This is an optimization exercise on Yosys and OpenROAD, whose aim is small area, a short achievable clock period and few clock cycles, not a production implementation. No functional check of the RTL was part of any run shown here. Power is estimated from default activity; no workload was simulated.

## flow/design.v (module list and top-level ports; edited modules follow where they fit)
// module fc_booth_enc: 18 lines
// module fc_fa: 10 lines
// module fc_ha: 9 lines
// module fc_mac_lane: 550 lines
// module fc_sequencer: 65 lines
// module fc_layer_top: 72 lines
module fc_layer_top (
	input  logic          clk,
	input  logic          reset_n,
	input  logic          i_run,
	input  fc_pkg::cnt_t  i_num_cnt,
	output logic          o_idle,
	output logic          o_read,
	output logic          o_write,
	output logic          o_done,
	output fc_pkg::addr_t o_mem_addr,
	output logic          o_mem_ce,
	input  fc_pkg::word_t i_node_q,
	input  fc_pkg::word_t i_wgt0_q,
	input  fc_pkg::word_t i_wgt1_q,
	output fc_pkg::acc_t  o_result_0,
	output fc_pkg::acc_t  o_result_1,
	output fc_pkg::acc_t  o_result_2,
	output fc_pkg::acc_t  o_result_3
);
  // ...
==> flow/flow/run.sh <==
#!/bin/bash
# Standard layout, with timing repair aimed at a shorter period than the clock's:
# the clock, constraints and every other step stay as the standard flow's own layout makes them.
set -euo pipefail
bash standard.sh SETUP_SLACK_MARGIN=6.8 finish > standard.log 2>&1
==> flow/standard.sh <==
#!/bin/bash
# synth_recipe.tcl (not shown) runs the flow's synth.tcl, then flattens the netlist and writes it again
# the make line also repeats each setting of config.mk as NAME=value (left out here)
make -C /OpenROAD-flow-scripts/flow DESIGN_CONFIG=/design/flow/config.mk WORK_HOME=/design/flow/orfs CLKGATE_MAP_FILE= SYNTH_SCRIPT=/design/flow/synth_recipe.tcl "${@:-finish}"
==> flow/config.mk <==
export PLATFORM = sky130hd
export DESIGN_NAME = fc_layer_top
export DESIGN_NICKNAME = fc_layer_top
export VERILOG_FILES = /design/flow/design.v
export SDC_FILE = /design/flow/constraint.sdc
export NUM_CORES = 4
export LEC_CHECK = 0
export CAP_MARGIN = 20
export CORE_MARGIN = 2
export CORE_UTILIZATION = 55
export SETUP_SLACK_MARGIN = 5
export SLEW_MARGIN = 20
export SYNTH_HIERARCHICAL = 1
==> flow/constraint.sdc <==
create_clock -name core_clock -period 10.0 [get_ports {clk}]
set_input_delay 2.0000 -clock core_clock [delete_from_list [all_inputs] [get_ports {clk}]]
set_output_delay 2.0000 -clock core_clock [all_outputs]
set_load 0.01 [all_outputs]
==> out/results.tsv, run 1 <==
stage	metric	value	unit
finish	areaGrowthSynthToFinish	34.9	%
power_and_ir_drop	irDropWorstVdd	0.331	mV
logic_synthesis	ys_seq_area_share	28.1	%
cts	cts_root_buf	clkbuf_16	
finish	design.seq.count	500	
power_and_ir_drop	seq_power_share	18.2	%
global_routing	use_met1	41.7	%
timing	layout_setup_ws	6170	ps
logic_synthesis	synthXorXnorAreaFrac	14.4	%
logic_synthesis	synth_top_area_share	23.4	%
cts	clkTransAtPathRegs	70	ps
outcome	status	timing/DRC/antenna clean	
global_routing	grt_antenna_before_repair	4	
worst_hold_path	hold_class	reg -> reg	
timing	setup_tns	0	ps
logic_synthesis	synth-compound-area-share	13.3	%
cts	ctsResizeCount	1189	
finish	buffer_area_share	14.9	%
detailed_routing	wirelength	127000	um
logic_synthesis	synthMuxAreaShare	0.133	%
timing	clock_skew	21.1	ps
power_and_ir_drop	p_switching	8.13	mW
finish	fin_util	74.7	%
finish	antenna_cells	1	
power_and_ir_drop	power.group.top	combinational cells	
power_and_ir_drop	comb_cell_power	13.5	mW
finish	seq_share	21.1	%
timing	fmax	261	MHz
logic_synthesis	yosysMostFrequentCell	xnor2_1	
power_and_ir_drop	sw_frac_of_total	42.4	%
==> inputs of run 2 (changes only) <==
--- a/flow/design.v
+++ b/flow/design.v
@@ -384,50 +384,48 @@
 		p0_29 <= tc_358;
 		p1_29 <= ts_359;
 		p0_30 <= pp_136;
 		p1_30 <= tc_360;
 	end
 	fc_pkg::acc_t acc;
 	logic [W-1:0] acc_nxt;
 	logic us_361, uc_362, us_363, uc_364, us_365, uc_366, us_367, uc_368, us_369, uc_370, us_371, uc_372, us_373, uc_374, us_375, uc_376, us_377, uc_378, us_379, uc_380, us_381, uc_382, us_383, uc_384, us_385, uc_386, us_387, uc_388, us_389, uc_390, us_391, uc_392, us_393, uc_394, us_395, uc_396, us_397, uc_398, us_399, uc_400, us_401, uc_402, us_403, uc_404, us_405, uc_406, us_407, uc_408, us_409, uc_410, us_411, uc_412, us_413, uc_414, us_415, uc_416, us_417, uc_418, us_419, uc_420, us_421, uc_422, us_423, g_424, p_425, g_426, p_427, g_428, p_429, g_430, p_431, g_432, p_433, g_434, p_435, g_436, p_437, g_438, p_439, g_440, p_441, g_442, p_443, g_444, p_445, g_446, p_447, g_448, p_449, g_450, p_451, g_452, p_453, g_454, p_455, g_456, p_457, g_458, p_459, g_460, p_461, g_462, p_463, g_464, p_465, g_466, p_467, g_468, p_469, g_470, p_471, g_472, p_473, g_474, p_475, g_476, p_477, g_478, p_479, g_480, p_481, g_482, p_483, g_484, p_485, G_486, P_487, G_488, P_489, G_490, P_491, G_492, P_493, G_494, P_495, G_496, P_497, G_498, P_499, G_500, P_501, G_502, P_503, G_504, P_505, G_506, P_507, G_508, P_509, G_510, P_511, G_512, P_513, G_514, P_515, G_516, P_517, G_518, P_519, G_520, P_521, G_522, P_523, G_524, P_525, G_526, P_527, G_528, P_529, G_530, P_531, G_532, P_533, G_534, P_535, G_536, P_537, G_538, P_539, G_540, P_541, G_542, P_543, G_544, P_545, G_546, P_547, G_548, P_549, G_550, P_551, G_552, P_553, G_554, P_555, G_556, P_557, G_558, P_559, G_560, P_561, G_562, P_563, G_564, P_565, G_566, P_567, G_568, P_569, G_570, P_571, G_572, P_573, G_574, P_575, G_576, P_577, G_578, P_579, G_580, P_581, G_582, P_583, G_584, P_585, G_586, P_587, G_588, P_589;
-	logic [W-1:0] base;
-	assign base = acc & {W{~i_clr}};
-	fc_ha u_us_361 (.a(base[0]), .b(p0_0), .s(us_361), .co(uc_362));
-	fc_ha u_us_363 (.a(base[1]), .b(p0_1), .s(us_363), .co(uc_364));
-	fc_fa u_us_365 (.a(base[2]), .b(p0_2), .c(p1_2), .s(us_365), .co(uc_366));
-	fc_fa u_us_367 (.a(base[3]), .b(p0_3), .c(p1_3), .s(us_367), .co(uc_368));
-	fc_fa u_us_369 (.a(base[4]), .b(p0_4), .c(p1_4), .s(us_369), .co(uc_370));
-	fc_fa u_us_371 (.a(base[5]), .b(p0_5), .c(p1_5), .s(us_371), .co(uc_372));
-	fc_fa u_us_373 (.a(base[6]), .b(p0_6), .c(p1_6), .s(us_373), .co(uc_374));
-	fc_fa u_us_375 (.a(base[7]), .b(p0_7), .c(p1_7), .s(us_375), .co(uc_376));
-	fc_fa u_us_377 (.a(base[8]), .b(p0_8), .c(p1_8), .s(us_377), .co(uc_378));
-	fc_fa u_us_379 (.a(base[9]), .b(p0_9), .c(p1_9), .s(us_379), .co(uc_380));
-	fc_fa u_us_381 (.a(base[10]), .b(p0_10), .c(p1_10), .s(us_381), .co(uc_382));
-	fc_fa u_us_383 (.a(base[11]), .b(p0_11), .c(p1_11), .s(us_383), .co(uc_384));
-	fc_fa u_us_385 (.a(base[12]), .b(p0_12), .c(p1_12), .s(us_385), .co(uc_386));
-	fc_fa u_us_387 (.a(base[13]), .b(p0_13), .c(p1_13), .s(us_387), .co(uc_388));
-	fc_fa u_us_389 (.a(base[14]), .b(p0_14), .c(p1_14), .s(us_389), .co(uc_390));
-	fc_fa u_us_391 (.a(base[15]), .b(p0_15), .c(p1_15), .s(us_391), .co(uc_392));
-	fc_fa u_us_393 (.a(base[16]), .b(p0_16), .c(p1_16), .s(us_393), .co(uc_394));
-	fc_fa u_us_395 (.a(base[17]), .b(p0_17), .c(p1_17), .s(us_395), .co(uc_396));
-	fc_fa u_us_397 (.a(base[18]), .b(p0_18), .c(p1_18), .s(us_397), .co(uc_398));
-	fc_fa u_us_399 (.a(base[19]), .b(p0_19), .c(p1_19), .s(us_399), .co(uc_400));
-	fc_fa u_us_401 (.a(base[20]), .b(p0_20), .c(p1_20), .s(us_401), .co(uc_402));
-	fc_fa u_us_403 (.a(base[21]), .b(p0_21), .c(p1_21), .s(us_403), .co(uc_404));
-	fc_fa u_us_405 (.a(base[22]), .b(p0_22), .c(p1_22), .s(us_405), .co(uc_406));
-	fc_fa u_us_407 (.a(base[23]), .b(p0_23), .c(p1_23), .s(us_407), .co(uc_408));
-	fc_fa u_us_409 (.a(base[24]), .b(p0_24), .c(p1_24), .s(us_409), .co(uc_410));
-	fc_fa u_us_411 (.a(base[25]), .b(p0_25), .c(p1_25), .s(us_411), .co(uc_412));
-	fc_fa u_us_413 (.a(base[26]), .b(p0_26), .c(p1_26), .s(us_413), .co(uc_414));
-	fc_fa u_us_415 (.a(base[27]), .b(p0_27), .c(p1_27), .s(us_415), .co(uc_416));
-	fc_fa u_us_417 (.a(base[28]), .b(p0_28), .c(p1_28), .s(us_417), .co(uc_418));
-	fc_fa u_us_419 (.a(base[29]), .b(p0_29), .c(p1_29), .s(us_419), .co(uc_420));
-	fc_fa u_us_421 (.a(base[30]), .b(p0_30), .c(p1_30), .s(us_421), .co(uc_422));
-	assign us_423 = 1'b1 ^ base[31] ^ uc_422;
+	fc_ha u_us_361 (.a(acc[0]), .b(p0_0), .s(us_361), .co(uc_362));
+	fc_ha u_us_363 (.a(acc[1]), .b(p0_1), .s(us_363), .co(uc_364));
+	fc_fa u_us_365 (.a(acc[2]), .b(p0_2), .c(p1_2), .s(us_365), .co(uc_366));
+	fc_fa u_us_367 (.a(acc[3]), .b(p0_3), .c(p1_3), .s(us_367), .co(uc_368));
+	fc_fa u_us_369 (.a(acc[4]), .b(p0_4), .c(p1_4), .s(us_369), .co(uc_370));
+	fc_fa u_us_371 (.a(acc[5]), .b(p0_5), .c(p1_5), .s(us_371), .co(uc_372));
+	fc_fa u_us_373 (.a(acc[6]), .b(p0_6), .c(p1_6), .s(us_373), .co(uc_374));
+	fc_fa u_us_375 (.a(acc[7]), .b(p0_7), .c(p1_7), .s(us_375), .co(uc_376));
+	fc_fa u_us_377 (.a(acc[8]), .b(p0_8), .c(p1_8), .s(us_377), .co(uc_378));
+	fc_fa u_us_379 (.a(acc[9]), .b(p0_9), .c(p1_9), .s(us_379), .co(uc_380));
+	fc_fa u_us_381 (.a(acc[10]), .b(p0_10), .c(p1_10), .s(us_381), .co(uc_382));
+	fc_fa u_us_383 (.a(acc[11]), .b(p0_11), .c(p1_11), .s(us_383), .co(uc_384));
+	fc_fa u_us_385 (.a(acc[12]), .b(p0_12), .c(p1_12), .s(us_385), .co(uc_386));
+	fc_fa u_us_387 (.a(acc[13]), .b(p0_13), .c(p1_13), .s(us_387), .co(uc_388));
+	fc_fa u_us_389 (.a(acc[14]), .b(p0_14), .c(p1_14), .s(us_389), .co(uc_390));
+	fc_fa u_us_391 (.a(acc[15]), .b(p0_15), .c(p1_15), .s(us_391), .co(uc_392));
+	fc_fa u_us_393 (.a(acc[16]), .b(p0_16), .c(p1_16), .s(us_393), .co(uc_394));
+	fc_fa u_us_395 (.a(acc[17]), .b(p0_17), .c(p1_17), .s(us_395), .co(uc_396));
+	fc_fa u_us_397 (.a(acc[18]), .b(p0_18), .c(p1_18), .s(us_397), .co(uc_398));
+	fc_fa u_us_399 (.a(acc[19]), .b(p0_19), .c(p1_19), .s(us_399), .co(uc_400));
+	fc_fa u_us_401 (.a(acc[20]), .b(p0_20), .c(p1_20), .s(us_401), .co(uc_402));
+	fc_fa u_us_403 (.a(acc[21]), .b(p0_21), .c(p1_21), .s(us_403), .co(uc_404));
+	fc_fa u_us_405 (.a(acc[22]), .b(p0_22), .c(p1_22), .s(us_405), .co(uc_406));
+	fc_fa u_us_407 (.a(acc[23]), .b(p0_23), .c(p1_23), .s(us_407), .co(uc_408));
+	fc_fa u_us_409 (.a(acc[24]), .b(p0_24), .c(p1_24), .s(us_409), .co(uc_410));
+	fc_fa u_us_411 (.a(acc[25]), .b(p0_25), .c(p1_25), .s(us_411), .co(uc_412));
+	fc_fa u_us_413 (.a(acc[26]), .b(p0_26), .c(p1_26), .s(us_413), .co(uc_414));
+	fc_fa u_us_415 (.a(acc[27]), .b(p0_27), .c(p1_27), .s(us_415), .co(uc_416));
+	fc_fa u_us_417 (.a(acc[28]), .b(p0_28), .c(p1_28), .s(us_417), .co(uc_418));
+	fc_fa u_us_419 (.a(acc[29]), .b(p0_29), .c(p1_29), .s(us_419), .co(uc_420));
+	fc_fa u_us_421 (.a(acc[30]), .b(p0_30), .c(p1_30), .s(us_421), .co(uc_422));
+	assign us_423 = 1'b1 ^ acc[31] ^ uc_422;
 	fc_ha u_p_425 (.a(p1_0), .b(us_361), .s(p_425), .co(g_424));
 	fc_ha u_p_427 (.a(uc_362), .b(us_363), .s(p_427), .co(g_426));
 	fc_ha u_p_429 (.a(uc_364), .b(us_365), .s(p_429), .co(g_428));
 	fc_ha u_p_431 (.a(uc_366), .b(us_367), .s(p_431), .co(g_430));
 	fc_ha u_p_433 (.a(uc_368), .b(us_369), .s(p_433), .co(g_432));
 	fc_ha u_p_435 (.a(uc_370), .b(us_371), .s(p_435), .co(g_434));
 	fc_ha u_p_437 (.a(uc_372), .b(us_373), .s(p_437), .co(g_436));
 	fc_ha u_p_439 (.a(uc_374), .b(us_375), .s(p_439), .co(g_438));
@@ -586,17 +584,17 @@
 	assign sum[24] = p_473 ^ G_538;
 	assign sum[25] = p_475 ^ G_582;
 	assign sum[26] = p_477 ^ G_556;
 	assign sum[27] = p_479 ^ G_584;
 	assign sum[28] = p_481 ^ G_544;
 	assign sum[29] = p_483 ^ G_586;
 	assign sum[30] = p_485 ^ G_558;
 	assign sum[31] = us_423 ^ G_588;
-	assign acc_nxt = sum;
+	assign acc_nxt = sum & {W{~i_clr}};
 	always_ff @(posedge clk or negedge reset_n) begin
 		if (!reset_n) begin
 			acc <= '0;
 		end else begin
 			acc <= acc_nxt;
 		end
 	end
 	assign o_result = acc;
==> out/results.tsv, run 2 <==
stage	metric	value	unit	change
logic_synthesis	synth_top_area_share	23.5	%	+0.094 points
setup_path	cp_top_family	adder cells		
setup_path	cp-endpoint	g_lane[2].u_lane.p1_16		
cts	cts_tree	done		
finish	fillCellCount	4695		
setup_path	reg2reg_depth	11		
setup_path	crit_path_start	node_r[17]		
global_routing	grt_pass1_wl	182000	um	
cts	cts_root_buf	clkbuf_16		
outcome	status	timing/DRC/antenna clean		
timing	period_share	36.0	%	
setup_path	worstPathRequired	10520	ps	
finish	largest-register	g_lane.u_lane.acc		
setup_path	cp_max_fo	6		
setup_path	worstSetupPathType	reg -> reg		
cts	numCtsBuffers	57		
power_and_ir_drop	seq_power_share	18.0	%	-0.2 points
global_routing	grt_max_degree	69		
finish	top_regs	g_lane.u_lane.acc x128, wgt_r x64, node_r x32		
finish	final_common_cell	xnor2_1		
die	floorplan.initialDensity	55.3	%	
setup_path	cp_slowest_cell	fa_1		
logic_synthesis	netlist_area	0.0385	mm^2	
timing	setup_tns	0	ps	unchanged
timing	drv_slew	0		
flow_run	max_cap_viol_count	0		
global_routing	grt_util_all_layers	33.0	%	
setup_path	cp-start-kind	flip-flop		
logic_synthesis	synth_fp_nets	4324		
logic_synthesis	synth_edf_count	12		
power_and_ir_drop	p_switching	8.38	mW	+3.0%
power_and_ir_drop	sw_frac_of_total	42.8	%	+0.38 points
setup_path	r2r_slack	6400	ps	
timing	fmax	278	MHz	+6.2%
cts	cts.sinks	500		
setup_path	slowest_delay	520	ps	
logic_synthesis	synth-async-reset-ratio	29.6	%	
logic_synthesis	yosys.area.top_type	fa_1		
finish	final_cell_mix	xnor2_1 (434), a22oi_1 (392), buf_4 (314)		
placement	dp_hpwl	66000	um	
finish	multi_input_area	0.0292	mm^2	
setup_path	path_common_cell	fa_2		
setup_path	worstReg2RegStart	node_r[17]		
logic_synthesis	avgSynthCellArea	11.1	um^2	
logic_synthesis	ys_types	61		
detailed_routing	wire_per_inst	24.4	um	
power_and_ir_drop	irDropWorstVdd	0.432	mV	+30%
power_and_ir_drop	clockPowerShare	11.3	%	
timing	relSlewSlack	38.4	%	
die	die_w	269	um	
timing	rsz0062_at_grt	true		
die	die_h	269	um	
finish	finalNonFillerCells	4939		
logic_synthesis	synth_area_leaders	fa_1 (23%), dfxtp_1 (18%), xnor2_1 (11%)		
die	die_area	0.0721	mm^2	
detailed_routing	drcViolationCount	0		
placement	dp_cells	4349		
detailed_routing	route.vias.total	29700		
logic_synthesis	ys_seq_area_share	28.2	%	+0.11 points
logic_synthesis	netlist_instances	3455		
setup_path	cp-end-kind	flip-flop		
logic_synthesis	ys_warn_count	15		
finish	layout-drive-gt1-share	35.7	%	
placement	gp_congestion	0.841		
detailed_routing	ant_nets	0		
die	ios	257		
placement	io_buffers	255		
cts	cts_buffer_depth	3		
finish	fin_nets	4818		
cts	holdBufCountCts	0		
timing	setup_violations	0		
power_and_ir_drop	p_leak	20.7	nW	
worst_hold_path	hold_class	reg -> reg		
global_routing	grt_overflow	0		
logic_synthesis	netlist_top_cells_count	a22oi_1 (480), xnor2_1 (475), fa_1 (452)		
finish	regArea	0.0110	mm^2	
timing	post-route-min-period	3600	ps	
logic_synthesis	yosysMostFrequentCell	a22oi_1		
detailed_routing	wirelength	121000	um	-4.9%
timing	hold_viol	0		
finish	areaGrowthSynthToFinish	33.3	%	
timing	clock_skew	33.0	ps	+12.0 ps
setup_path	path_depth	11		
cts	htreeDepth	2		
setup_path	crit_buf_inv	3		
timing	worst_slew_pin_slew	925	ps	
cts	clkTransAtPathRegs	60	ps	about the same
die	rows	97		
global_routing	grt_pass1_vias	31700		
die	core	0.0697	mm^2	
detailed_routing	vias_per_cell	6.02		
setup_path	worstPathCellList	buf_6 > xor2_4 > buf_6 > buf_6 > a22oi_2 > xnor2_1 > fa_2 > fa_2 > fa_2 > fa_1 > fa_2		
cts	worstSkewPairLatency	650	ps	
detailed_routing	drtIter0Drc	2941		
logic_synthesis	synth-main-ff-cell	dfxtp_1		
logic_synthesis	synth-seq-cells	500		
power_and_ir_drop	p_int	11.2	mW	
detailed_routing	first_pass_iters	10		
global_routing	grt_antenna_before_repair	5		+1
power_and_ir_drop	power_frac_comb	70.7	%	
setup_path	cp.arrival	4120	ps	
finish	largest_reg_flops	128		
setup_path	reg2reg_to	g_lane[2].u_lane.p1_16		
power_and_ir_drop	powerDensity	381	mW/mm^2	
[run 2: Yosys stat by module (local to each module, per instance)]
| module | flops+latches | cells | times used |
|---|---|---|---|
| fc_booth_enc | 0 | 38 | 2 |
| fc_mac_lane | 93 | 607 | 4 |
| fc_ha | 0 | 1 | 212 |
| fc_layer_top | 96 | 131 | 1 |
| fc_sequencer | 32 | 156 | 1 |
| fc_fa | 0 | 1 | 452 |
[run 2: area by class of cell]
type | count | area share, %
antenna | 1 | 0.00488
clock buffer | 87 | 3.38
clock inverter | 21 | 0.468
inverter | 80 | 0.585
multi-input combinational | 2553 | 56.9
sequential | 500 | 21.5
tap | 940 | 2.29
timing repair buffer | 757 | 14.9
[run 2: how the worst min path moves through the flow]
stage	slack, ps	start	endpoint	depth (start not counted)
after floorplan	330	u_seq.last_pipe[2]	u_seq.done	0
after global placement	330	u_seq.last_pipe[0]	u_seq.last_pipe[1]	0
after detailed placement	330	u_seq.last_pipe[1]	u_seq.last_pipe[2]	0
after CTS	350	u_seq.last_pipe[1]	u_seq.last_pipe[2]	0
after global routing	370	u_seq.last_pipe[1]	u_seq.last_pipe[2]	0
final	350	u_seq.last_pipe[1]	u_seq.last_pipe[2]	0
[run 2: logic make-up after synthesis]
family                     Yosys count  share of synthesized area (%)
muxes                                5                          0.133
and+or+nand+nor                    438                           6.04
DFF                                500                           28.2
xor gates and xnor gates           635                           14.4
buffers and inverters              411                           4.35
AOI/OAI and AO/OA                  709                           13.4
adders and majority gates          757                           33.4
[run 2: routing by layer]
metal	part of all wire, %	up-vias	global-route usage (%)
met5	0.045	-	0
li1	-	12800	-
met1	37	14900	40.6
met2	48	1589	54.7
met4	6.4	8	17.6
met3	9.0	495	6.76
[run 2: power by group through the flow]
stage | clock (mW) | sequential, mW | combinational (mW)
floorplan | 0 | 3.57 | 8.08
global placement | 0 | 3.68 | 10.6
detailed placement | 0 | 3.69 | 11.1
CTS | 2.25 | 3.51 | 12.5
global route | 2.32 | 3.61 | 15.6
finish | 2.20 | 3.52 | 13.8
[run 2: worst register-to-register path, delay by kind of cell (launching register included)]
family          cells  cell delay [ps]
compound gates      1               80
xor+xnor            2              430
buf+inv             3              390
flops               1              410
fa+ha+maj           5             2170
[run 2: metrics by stage]
stage               cell area [um^2]  util (%)  total power [mW]  hold slack [ps]  worst slack (ps)
floorplan                      39500         -              11.7              331              6610
global placement               41800      60.0              14.3              333              5170
detailed placement             41800      60.0              14.8              335              5140
CTS                            49400      70.9              18.2              348              6440
global route                   51300      73.7              21.6              368              6330
finish                         51300      73.7              19.6              347              6400
[run 2: repair_timing]
action                      CTS  global route
resized for setup          1055           295
setup endpoints to repair   339           210
cloned                       29             2
buffers inserted            396            54
pin swaps                   224           240

==> separate check: timing with driven ports <==
No port has a modelled driver above. Below, the same layouts with a new extraction and two added sets of constraints.
Step 1: set_driving_cell puts a clkbuf_16 on clk and a buf_2 on each other input, an assumption about the parent block.
Step 2 adds t to the input delays and takes it off the output delays; t is the mean of the earliest and latest rising clock arrival at the registers after step 1. Input paths then give back, and output paths get back, about the clock's delay inside the block.
a / b / c = no drivers / after step 1 / after step 2; a / b = the first two.
run | shift t [ns] | setup WS [ns] | slew at the worst register clock pin (ns) | cell pins on the clock port's net
run 1 | 0.697 | 6.174 / 6.174 / 6.174 | 0.07 / 0.07 | 1
run 2 | 0.694 | 6.399 / 6.399 / 6.399 | 0.07 / 0.07 | 1
After both steps setup and hold are still met in every run listed.
